Background: an optimization exercise with open tools, aiming at small area, a short achievable clock period and few clock cycles. Do not read the settings as production practice. Function was checked by simulation only, so behaviour that the tests miss may differ from the original. Power is estimated from default activity; no workload was simulated.

## run a
// ahb_master
module ahb_master
(
    input  logic   i_clk,
    input  logic   i_reset_n,
    input  logic   i_req_valid,
    input  logic   i_req_read,
    input  master_pkg::addr_t  i_req_addr,
    input  master_pkg::len_t   i_req_len,
    output logic   o_req_ready,
    input  logic   i_wdata_valid,
    input  master_pkg::data_t  i_wdata,
    output logic   o_wdata_ready,
    output logic   o_rdata_valid,
    output master_pkg::data_t  o_rdata,
    input  logic   i_rdata_ready,
    output logic   o_hsel,
    output master_pkg::addr_t  o_haddr,
    output ahb_pkg::trans_t o_htrans,
    output ahb_pkg::burst_t o_hburst,
    output logic   o_hwrite,
    output master_pkg::data_t  o_hwdata,
    input  master_pkg::data_t  i_hrdata,
    input  logic   i_hready
);
    logic dp_wr, dp_rd;
    logic wr_held, wr_pop, wr_push;
    logic rd_held, rd_in, rd_take;
    logic wr_ok, rd_ok;
    master_pkg::data_t rd_word;
    assign wr_pop        = i_hready && dp_wr;
    assign o_wdata_ready = !wr_held || wr_pop;
    assign wr_push       = i_wdata_valid && o_wdata_ready;
    assign wr_ok         = wr_push || (wr_held && !dp_wr);
    assign rd_in         = i_hready && dp_rd;
    assign o_rdata_valid = rd_held || rd_in;
    assign o_rdata       = rd_held ? rd_word : i_hrdata;
    assign rd_take       = o_rdata_valid && i_rdata_ready;
    assign rd_ok         = (!rd_held && !dp_rd) || rd_take;
    beat_fifo u_wr_buf (
        .i_clk(i_clk), .i_reset_n(i_reset_n),
        .i_load(o_wdata_ready), .i_keep(wr_push), .i_data(i_wdata), .i_pop(wr_pop),
        .o_data(o_hwdata), .o_held(wr_held)
    );
    beat_fifo u_rd_buf (
        .i_clk(i_clk), .i_reset_n(i_reset_n),
        .i_load(!rd_held), .i_keep(rd_in && !i_rdata_ready), .i_data(i_hrdata), .i_pop(i_rdata_ready),
        .o_data(rd_word), .o_held(rd_held)
    );
    ahb_txn_ctrl u_ctrl (
        .i_clk(i_clk), .i_reset_n(i_reset_n),
        .i_req_valid(i_req_valid), .i_req_read(i_req_read),
        .i_req_addr(i_req_addr), .i_req_len(i_req_len), .o_req_ready(o_req_ready),
        .i_wr_ok(wr_ok), .i_rd_ok(rd_ok),
        .o_dp_wr(dp_wr), .o_dp_rd(dp_rd),
        .i_hready(i_hready),
        .o_hsel(o_hsel), .o_haddr(o_haddr), .o_htrans(o_htrans),
  ...
export LEC_CHECK = 0
export ABC_AREA = 1
export CAP_MARGIN = 20
export CORE_MARGIN = 2
export CORE_UTILIZATION = 40
export SETUP_SLACK_MARGIN = 1.7
export SLEW_MARGIN = 20
create_clock -name core_clock -period 4.5 [get_ports {i_clk}]
standard.sh (not shown) runs the stock make flow with config.mk's settings and CLKGATE_MAP_FILE= SYNTH_SCRIPT=/design/flow/synth_recipe.tcl, a recipe that flattens the netlist after the stock synthesis.
==> flow/flow/run.sh <==
#!/bin/bash
# Standard layout; ports buffered with the smallest buffer, sizing free to change footprints
bash standard.sh BUFFER_PORTS_ARGS="-buffer_cell sky130_fd_sc_hd__buf_1" MATCH_CELL_FOOTPRINT=0 finish > standard.log 2>&1
Testbench counts of run a, summed over its fixed seeds: cycles 15,561.
#### Input delta (run b over run a)
- changing SETUP_SLACK_MARGIN from 1.7 to 1.8
- setting PLACE_DENSITY to 0.8 for the first time
### Flow results
In the tables for run a and run b, share of power burned in combinational logic reads lower with run a.
Reported for run a and run b, count of unresolved DRC violations after routing turned out identical to the last digit.
Compared with run a, run b shows a higher switching power.
Max setup slack across run a and run b: run b
Per the comparison of run b with run a, power after layout rose by about 1.5%; global-route wire length before repair fell by about 1.5%.
Total of plain and repair buffers excluding clock buffers up about 2% in run b wrt run a
Looking at synthesis-to-finish area growth across run a and run b, the one that comes out lower is run a.

---

The RTL this note starts from:
==> flow/design.v <==
package ahb_pkg;
    typedef logic [1:0] trans_t;
    localparam trans_t HTRANS_IDLE   = 2'b00;
    localparam trans_t HTRANS_BUSY   = 2'b01;    
    localparam trans_t HTRANS_NONSEQ = 2'b10;    
    localparam trans_t HTRANS_SEQ    = 2'b11;
    typedef logic [2:0] burst_t;
    localparam burst_t HBURST_SINGLE = 3'b000;
    localparam burst_t HBURST_INCR   = 3'b001;   
    localparam burst_t HBURST_INCR4  = 3'b011;
    localparam burst_t HBURST_INCR8  = 3'b101;
    localparam burst_t HBURST_INCR16 = 3'b111;
    localparam int WORD_STEP = 4;
endpackage
package master_pkg;
    localparam int ADDR_W = 32;
    localparam int DATA_W = 32;
    localparam int LEN_W = 4;    
    typedef logic [ADDR_W-1:0] addr_t;
    typedef logic [DATA_W-1:0] data_t;
    typedef logic [LEN_W-1:0]  len_t;
endpackage
`timescale 1ns/1ps
module beat_fifo
(
    input  logic   i_clk,
    input  logic   i_reset_n,
    input  logic   i_load,
    input  logic   i_keep,
    input  master_pkg::data_t  i_data,
    input  logic   i_pop,
    output master_pkg::data_t  o_data,
    output logic   o_held
);
    master_pkg::data_t word_q;
    logic held_q;
    assign o_data = word_q;
    assign o_held = held_q;
    always_ff @(posedge i_clk) begin
        if (i_load) begin
            word_q <= i_data;
        end
    end
    always_ff @(posedge i_clk or negedge i_reset_n) begin
        if (!i_reset_n) begin
            held_q <= 1'b0;
        end else begin
            held_q <= i_keep || (held_q && !i_pop);
        end
    end
endmodule
`timescale 1ns/1ps
module ahb_txn_ctrl
(
    input  logic   i_clk,
    input  logic   i_reset_n,
    input  logic   i_req_valid,
    input  logic   i_req_read,
    input  master_pkg::addr_t  i_req_addr,
    input  master_pkg::len_t   i_req_len,
    output logic   o_req_ready,
    input  logic   i_wr_ok,                
    input  logic   i_rd_ok,                
    output logic   o_dp_wr,                
    output logic   o_dp_rd,                
    input  logic   i_hready,
    output logic   o_hsel,
    output master_pkg::addr_t  o_haddr,
    output ahb_pkg::trans_t o_htrans,
    output ahb_pkg::burst_t o_hburst,
    output logic   o_hwrite
);
    logic          ld_q, st_q, dpv_q, dpw_q, hwrite_q, shown_q;
    logic [2:0]    hburst_q;
    logic [3:0]    rem_q;
    logic [29:0]   haddr_q;
    logic can, active, samp, last, done, take;
    assign can    = shown_q || (hwrite_q ? i_wr_ok : i_rd_ok);
    assign active = ld_q && can;
    assign samp   = i_hready && active;
    assign last   = (rem_q == 4'd0);
    assign done   = samp && last;
    assign o_req_ready = !ld_q || done;
    assign take   = i_req_valid && o_req_ready;
    always_ff @(posedge i_clk or negedge i_reset_n) begin
        if (!i_reset_n) begin
            ld_q    <= 1'b0;
            st_q    <= 1'b0;
            dpv_q   <= 1'b0;
            dpw_q   <= 1'b0;
            shown_q <= 1'b0;
        end else begin
            ld_q    <= take || (ld_q && !done);
            st_q    <= !take && !done && (samp || st_q);
            shown_q <= active && !i_hready;
            if (i_hready) begin
                dpv_q <= samp;
                dpw_q <= hwrite_q;
            end
        end
    end
    always_ff @(posedge i_clk) begin
        if (take) begin
            haddr_q  <= i_req_addr[31:2];
            rem_q    <= i_req_len;
            hwrite_q <= !i_req_read;
            case (i_req_len)
                4'd0:    hburst_q <= ahb_pkg::HBURST_SINGLE;
                4'd3:    hburst_q <= ahb_pkg::HBURST_INCR4;
                4'd7:    hburst_q <= ahb_pkg::HBURST_INCR8;
                4'd15:   hburst_q <= ahb_pkg::HBURST_INCR16;
                default: hburst_q <= ahb_pkg::HBURST_INCR;
            endcase
        end else if (samp) begin
            haddr_q[7:0] <= haddr_q[7:0] + 8'd1;    
            rem_q        <= rem_q - 4'd1;
        end
    end
    assign o_dp_wr  = dpv_q && dpw_q;
    assign o_dp_rd  = dpv_q && !dpw_q;
    assign o_htrans = {active, st_q};
    assign o_hsel   = ld_q;
    assign o_haddr  = {haddr_q, 2'b00};
    assign o_hburst = hburst_q;
    assign o_hwrite = hwrite_q;
endmodule
`timescale 1ns/1ps
module ahb_master
(
    input  logic   i_clk,
    input  logic   i_reset_n,
    input  logic   i_req_valid,
    input  logic   i_req_read,
    input  master_pkg::addr_t  i_req_addr,
    input  master_pkg::len_t   i_req_len,
    output logic   o_req_ready,
    input  logic   i_wdata_valid,
    input  master_pkg::data_t  i_wdata,
    output logic   o_wdata_ready,
    output logic   o_rdata_valid,
    output master_pkg::data_t  o_rdata,
    input  logic   i_rdata_ready,
    output logic   o_hsel,
    output master_pkg::addr_t  o_haddr,
    output ahb_pkg::trans_t o_htrans,
    output ahb_pkg::burst_t o_hburst,
    output logic   o_hwrite,
    output master_pkg::data_t  o_hwdata,
    input  master_pkg::data_t  i_hrdata,
    input  logic   i_hready
);
    logic dp_wr, dp_rd;
    logic wr_held, wr_pop, wr_push;
    logic rd_held, rd_in, rd_take;
    logic wr_ok, rd_ok;
    master_pkg::data_t rd_word;
    assign wr_pop        = i_hready && dp_wr;
    assign o_wdata_ready = !wr_held || wr_pop;
    assign wr_push       = i_wdata_valid && o_wdata_ready;
    assign wr_ok         = wr_push || (wr_held && !dp_wr);
    assign rd_in         = i_hready && dp_rd;
    assign o_rdata_valid = rd_held || rd_in;
    assign o_rdata       = rd_held ? rd_word : i_hrdata;
    assign rd_take       = o_rdata_valid && i_rdata_ready;
    assign rd_ok         = (!rd_held && !dp_rd) || rd_take;
    beat_fifo u_wr_buf (
        .i_clk(i_clk), .i_reset_n(i_reset_n),
        .i_load(o_wdata_ready), .i_keep(wr_push), .i_data(i_wdata), .i_pop(wr_pop),
        .o_data(o_hwdata), .o_held(wr_held)
    );
    beat_fifo u_rd_buf (
        .i_clk(i_clk), .i_reset_n(i_reset_n),
        .i_load(!rd_held), .i_keep(rd_in && !i_rdata_ready), .i_data(i_hrdata), .i_pop(i_rdata_ready),
        .o_data(rd_word), .o_held(rd_held)
    );
    ahb_txn_ctrl u_ctrl (
        .i_clk(i_clk), .i_reset_n(i_reset_n),
        .i_req_valid(i_req_valid), .i_req_read(i_req_read),
        .i_req_addr(i_req_addr), .i_req_len(i_req_len), .o_req_ready(o_req_ready),
        .i_wr_ok(wr_ok), .i_rd_ok(rd_ok),
        .o_dp_wr(dp_wr), .o_dp_rd(dp_rd),
        .i_hready(i_hready),
        .o_hsel(o_hsel), .o_haddr(o_haddr), .o_htrans(o_htrans),
        .o_hburst(o_hburst), .o_hwrite(o_hwrite)
    );
endmodule
clock: 4.5 ns
lec_check: 0
abc_area: 1
cap_margin: 20
core_margin: 2
core_utilization: 40
setup_slack_margin: 1.8
slew_margin: 20
==> flow/flow/run.sh <==
#!/bin/bash
# Standard layout; ports buffered with the smallest buffer, sizing free to change footprints
bash standard.sh BUFFER_PORTS_ARGS="-buffer_cell sky130_fd_sc_hd__buf_1" MATCH_CELL_FOOTPRINT=0 RECOVER_POWER=100 finish > standard.log 2>&1
Testbench counts at the start, summed over its fixed seeds: cycles 15,561.
Next try:
==> flow/run.sh (new file) <==
#!/bin/bash
# synth_recipe.tcl (not shown) runs the flow's synth.tcl, then flattens the netlist and writes it again
# the make line also repeats each setting of config.mk as NAME=value (left out here)
make -C /OpenROAD-flow-scripts/flow DESIGN_CONFIG=/design/flow/config.mk WORK_HOME=/design/flow/orfs CLKGATE_MAP_FILE= SYNTH_SCRIPT=/design/flow/synth_recipe.tcl finish
Settings changed: SETUP_SLACK_MARGIN 1.8 to 2.2.
removed: flow/flow/run.sh
removed: flow/standard.sh
After rerunning: Via count rose by about a fifth; critical path depth fell by 2; non-clock buffer count rose by 111; sequential share of layout area fell by 17 points; cell count rose by about a fifth; final area rose by well over a third; global-route usage rose by 5.7 points; clock power fell by roughly a tenth; fmax rose by a quarter to a third; register-to-register slack gains 0.39 ns; total power rose by roughly a tenth.
Next try:
==> flow/flow/run.sh (new file) <==
#!/bin/bash
# Standard layout; ports buffered with the smallest buffer, sizing free to change footprints
bash standard.sh BUFFER_PORTS_ARGS="-buffer_cell sky130_fd_sc_hd__buf_1" MATCH_CELL_FOOTPRINT=0 finish > standard.log 2>&1
==> flow/standard.sh (new file) <==
#!/bin/bash
# synth_recipe.tcl (not shown) runs the flow's synth.tcl, then flattens the netlist and writes it again
# the make line also repeats each setting of config.mk as NAME=value (left out here)
make -C /OpenROAD-flow-scripts/flow DESIGN_CONFIG=/design/flow/config.mk WORK_HOME=/design/flow/orfs CLKGATE_MAP_FILE= SYNTH_SCRIPT=/design/flow/synth_recipe.tcl "${@:-finish}"
Settings changed: ABC_CLOCK_PERIOD_IN_PS set to 700, SETUP_SLACK_MARGIN 2.2 to 1.8.
removed: flow/run.sh
Result: The new run completed with no timing, DRC or antenna violations. Synthesized area is unchanged. Setup slack degrades by 0.025 ns. Non-clock buffer count shrinks by 111. Clock skew is about the same. Die area stays the same. Sequential share of layout area climbs by 17 points. Combinational power fell by well over a third. Via count decreases by about a fifth. Utilization is lower by 22 points.
Next try:
Settings changed: ABC_CLOCK_PERIOD_IN_PS 700 to not set, SETUP_SLACK_MARGIN 1.8 to 2.2.
After rerunning:
- final cell count came out higher by 12%
- critical path depth stays the same
- clock-buffer cell count came out lower by 2
- final area came out higher by 33%
- routed wire length came out higher by 40%
- clock power came out higher by 4.0%

---

// ahb_master: RTL as listed in full above, without the edits since
Settings: LEC_CHECK=0, ABC_AREA=0, ABC_CLOCK_PERIOD_IN_PS=1500, CAP_MARGIN=20, CORE_MARGIN=2, CORE_UTILIZATION=40, SETUP_SLACK_MARGIN=1.8, SLEW_MARGIN=20; clock period 4.5 ns.
==> flow/flow/run.sh <==
#!/bin/bash
# Standard layout; ports buffered with the smallest buffer, sizing free to change footprints
bash standard.sh BUFFER_PORTS_ARGS="-buffer_cell sky130_fd_sc_hd__buf_1" MATCH_CELL_FOOTPRINT=0 finish > standard.log 2>&1
Testbench counts at the start, summed over its fixed seeds: cycles 15,561.
Then changed:
--- a/flow/config.mk
+++ b/flow/config.mk
@@ -8,2 +8 @@
-export ABC_AREA = 0
-export ABC_CLOCK_PERIOD_IN_PS = 1500
+export ABC_AREA = 1
@@ -13 +12 @@
-export SETUP_SLACK_MARGIN = 1.8
+export SETUP_SLACK_MARGIN = 2.2
@@ -14,0 +14 @@
+export TNS_END_PERCENT = 5
Result: Global-route usage is higher by 3.4 points; routed wire length is higher by about a fifth; power is higher slightly; non-clock buffer count is higher by 2; die area barely changes.
Then changed:
--- a/flow/config.mk
+++ b/flow/config.mk
@@ -12 +12,4 @@
-export SETUP_SLACK_MARGIN = 2.2
+export CTS_BUF_LIST = sky130_fd_sc_hd__clkbuf_8
+export CTS_CLUSTER_DIAMETER = 100
+export CTS_CLUSTER_SIZE = 40
+export SETUP_SLACK_MARGIN = 1.8
@@ -14 +16,0 @@
-export TNS_END_PERCENT = 5
After rerunning: The new run completed without violations. Maximum frequency drops slightly. Synthesized area does not change. Wire length falls by a little under a tenth. Cell count shrinks by a few percent. Synthesized cell count stays the same. Setup slack degrades by 40 ps. Count of clock-buffer cells in the layout stays the same.
Then changed:
--- a/flow/config.mk
+++ b/flow/config.mk
@@ -12,4 +12 @@
-export CTS_BUF_LIST = sky130_fd_sc_hd__clkbuf_8
-export CTS_CLUSTER_DIAMETER = 100
-export CTS_CLUSTER_SIZE = 40
-export SETUP_SLACK_MARGIN = 1.8
+export SETUP_SLACK_MARGIN = 2.0
@@ -16,0 +14 @@
+export TNS_END_PERCENT = 5
Synthesized cell count does not change.
Cell count goes up by 1.5%.
Sequential share of layout area came out lower by 1.6 points.
Critical path depth climbs by 3.
Total power is lower by 0.66%.
Count of clock-buffer cells in the layout is unchanged.
Design area came out higher by 3.0%.

---

Starts from the design.v that is shown in full above.
clock: 4.5 ns
lec_check: 0
abc_area: 1
cap_margin: 20
core_margin: 2
core_utilization: 40
setup_slack_margin: 1.8
slew_margin: 20
run.sh (not shown) runs the stock make flow with config.mk's settings and CLKGATE_MAP_FILE= SYNTH_SCRIPT=/design/flow/synth_recipe.tcl, a recipe that flattens the netlist after the stock synthesis.
Stock flow here: none of the scripts above is used.
The first run ran to the end with no violations.
Testbench counts at the start, summed over its fixed seeds: cycles 15,561.
==> next run, changes <==
==> flow/flow/run.sh (new file) <==
#!/bin/bash
# Standard layout; ports buffered with the smallest buffer, sizing free to change footprints
bash standard.sh BUFFER_PORTS_ARGS="-buffer_cell sky130_fd_sc_hd__buf_1" MATCH_CELL_FOOTPRINT=0 finish > standard.log 2>&1
==> flow/standard.sh (new file) <==
#!/bin/bash
# synth_recipe.tcl (not shown) runs the flow's synth.tcl, then flattens the netlist and writes it again
# the make line also repeats each setting of config.mk as NAME=value (left out here)
make -C /OpenROAD-flow-scripts/flow DESIGN_CONFIG=/design/flow/config.mk WORK_HOME=/design/flow/orfs CLKGATE_MAP_FILE= SYNTH_SCRIPT=/design/flow/synth_recipe.tcl "${@:-finish}"
Settings changed: CORE_UTILIZATION 40 to 65.
removed: flow/run.sh
Non-clock buffer count came out lower by 1; worst hold slack gets worse by 0.059 ns; setup slack improves by 0.011 ns; count of clock-buffer cells in the layout stays the same; maximum frequency increases by 0.40%; core utilization rose by 19 points.
==> next run, changes <==
==> flow/flow/run.sh (replaced) <==
#!/bin/bash
# Standard layout; ports buffered with the smallest buffer, sizing free to change footprints
bash standard.sh BUFFER_PORTS_ARGS="-buffer_cell sky130_fd_sc_hd__buf_1" MATCH_CELL_FOOTPRINT=0 RECOVER_POWER=30 finish > standard.log 2>&1
Settings changed: CORE_UTILIZATION 65 to 40.
After rerunning: Utilization came out lower by 32 points. First-iteration DRC count came out lower by about 80%. Final area came out higher by 2.0%. Total power came out higher by 2.5%. Register-to-register slack gains 0.02 ns. Wire length came out lower by about 8%. Die area came out higher by 59%. Via count came out lower by about 5.6%. Worst hold slack gains 0.031 ns. Fmax came out lower by about 8%. Worst setup slack loses 0.23 ns.
==> next run, changes <==
==> flow/flow/run.sh (replaced) <==
#!/bin/bash
# Standard layout; ports buffered with the smallest buffer, sizing free to change footprints
bash standard.sh BUFFER_PORTS_ARGS="-buffer_cell sky130_fd_sc_hd__buf_1" MATCH_CELL_FOOTPRINT=0 finish > standard.log 2>&1
Settings changed: SETUP_SLACK_MARGIN 1.8 to 2.0.
Sequential share of layout area went down by 3.1 points.
Register-to-register slack improved by 0.11 ns.
Power increases by 1.3%.
Routed wire length came out higher by 5.3%.
Global-route usage increases by 0.33 points.
Combinational power grows by 18%.
Worst hold slack is better by 0.0091 ns.
Area after synthesis does not change.
==> next run, changes <==
Settings changed: SETUP_SLACK_MARGIN 2.0 to 1.5.
=> Clock power drops by 12%. Total power drops by 6.0%. Critical path depth drops by 5. Synthesized area is unchanged. Die area does not change. Wire length drops by 3.5%. Global-route usage drops by 0.14 points.
==> next run, changes <==
Settings changed: SETUP_SLACK_MARGIN 1.5 to 1.8.
Result: Die area stays the same; wire length came out lower slightly; final area came out higher slightly; sequential power is about the same; via count came out lower slightly.

[static timing again, ports no longer ideal]
How much do the figures lean on ideal ports? The routed layouts below were timed once more, with nothing changed but the port constraints.
Step 1 sets driving cells, clkbuf_16 on the clock port and buf_2 on the other inputs (assumed; they add their load-dependent delay and slew).
Step 2 times the ports against the registers' clock, not the clock port: input delays grow and output delays shrink by t, the midpoint of the rising clock arrivals with the driver on.
Slacks: no drivers / after step 1 / after step 2; pairs: no drivers / after step 1.
run | t, ns | setup slack, ns | worst setup path at the end | worst register clock-pin slew, ns | worst data-port slew with drivers (ns)
run a | 0.384 | 1.827 / 1.794 / 1.614 | input to register | 0.10 / 0.10 | 0.04
run b | 0.390 | 1.896 / 1.856 / 1.681 | input to register | 0.10 / 0.10 | 0.06
the first run of note 2 | 0.385 | 1.234 / 1.221 / 0.836 | input to register | 0.11 / 0.11 | 0.04
the second run of note 2 | 0.380 | 1.930 / 1.861 / 1.611 | input to register | 0.11 / 0.11 | 0.09
the third run of note 2 | 0.385 | 1.905 / 1.849 / 1.663 | input to register | 0.11 / 0.11 | 0.05
the fourth run of note 2 | 0.396 | 1.916 / 1.856 / 1.856 | input to output | 0.11 / 0.11 | 0.08
the first run of note 3 | 0.391 | 1.578 / 1.520 / 1.281 | input to register | 0.12 / 0.12 | 0.07
the second run of note 3 | 0.384 | 1.945 / 1.877 / 1.681 | input to register | 0.10 / 0.10 | 0.07
the third run of note 3 | 0.385 | 1.905 / 1.849 / 1.661 | input to register | 0.11 / 0.11 | 0.05
the fourth run of note 3 | 0.395 | 1.946 / 1.870 / 1.640 | input to register | 0.11 / 0.11 | 0.08
the first run of note 4 | 0.394 | 1.826 / 1.790 / 1.657 | input to register | 0.11 / 0.11 | 0.05
the second run of note 4 | 0.392 | 1.837 / 1.806 / 1.663 | input to register | 0.10 / 0.10 | 0.05
the third run of note 4 | 0.385 | 1.608 / 1.564 / 1.374 | input to register | 0.11 / 0.11 | 0.04
the fourth run of note 4 | 0.396 | 1.947 / 1.872 / 1.718 | input to register | 0.11 / 0.11 | 0.08
the fifth run of note 4 | 0.378 | 1.666 / 1.630 / 1.541 | input to register | 0.11 / 0.11 | 0.06
the sixth run of note 4 | 0.385 | 1.905 / 1.849 / 1.663 | input to register | 0.11 / 0.11 | 0.05
After both steps setup and hold are still met in every run listed. For the first run of note 2, which loses most, drivers alone change the setup slack by -0.013 ns; drivers and shift together by -0.398 ns.
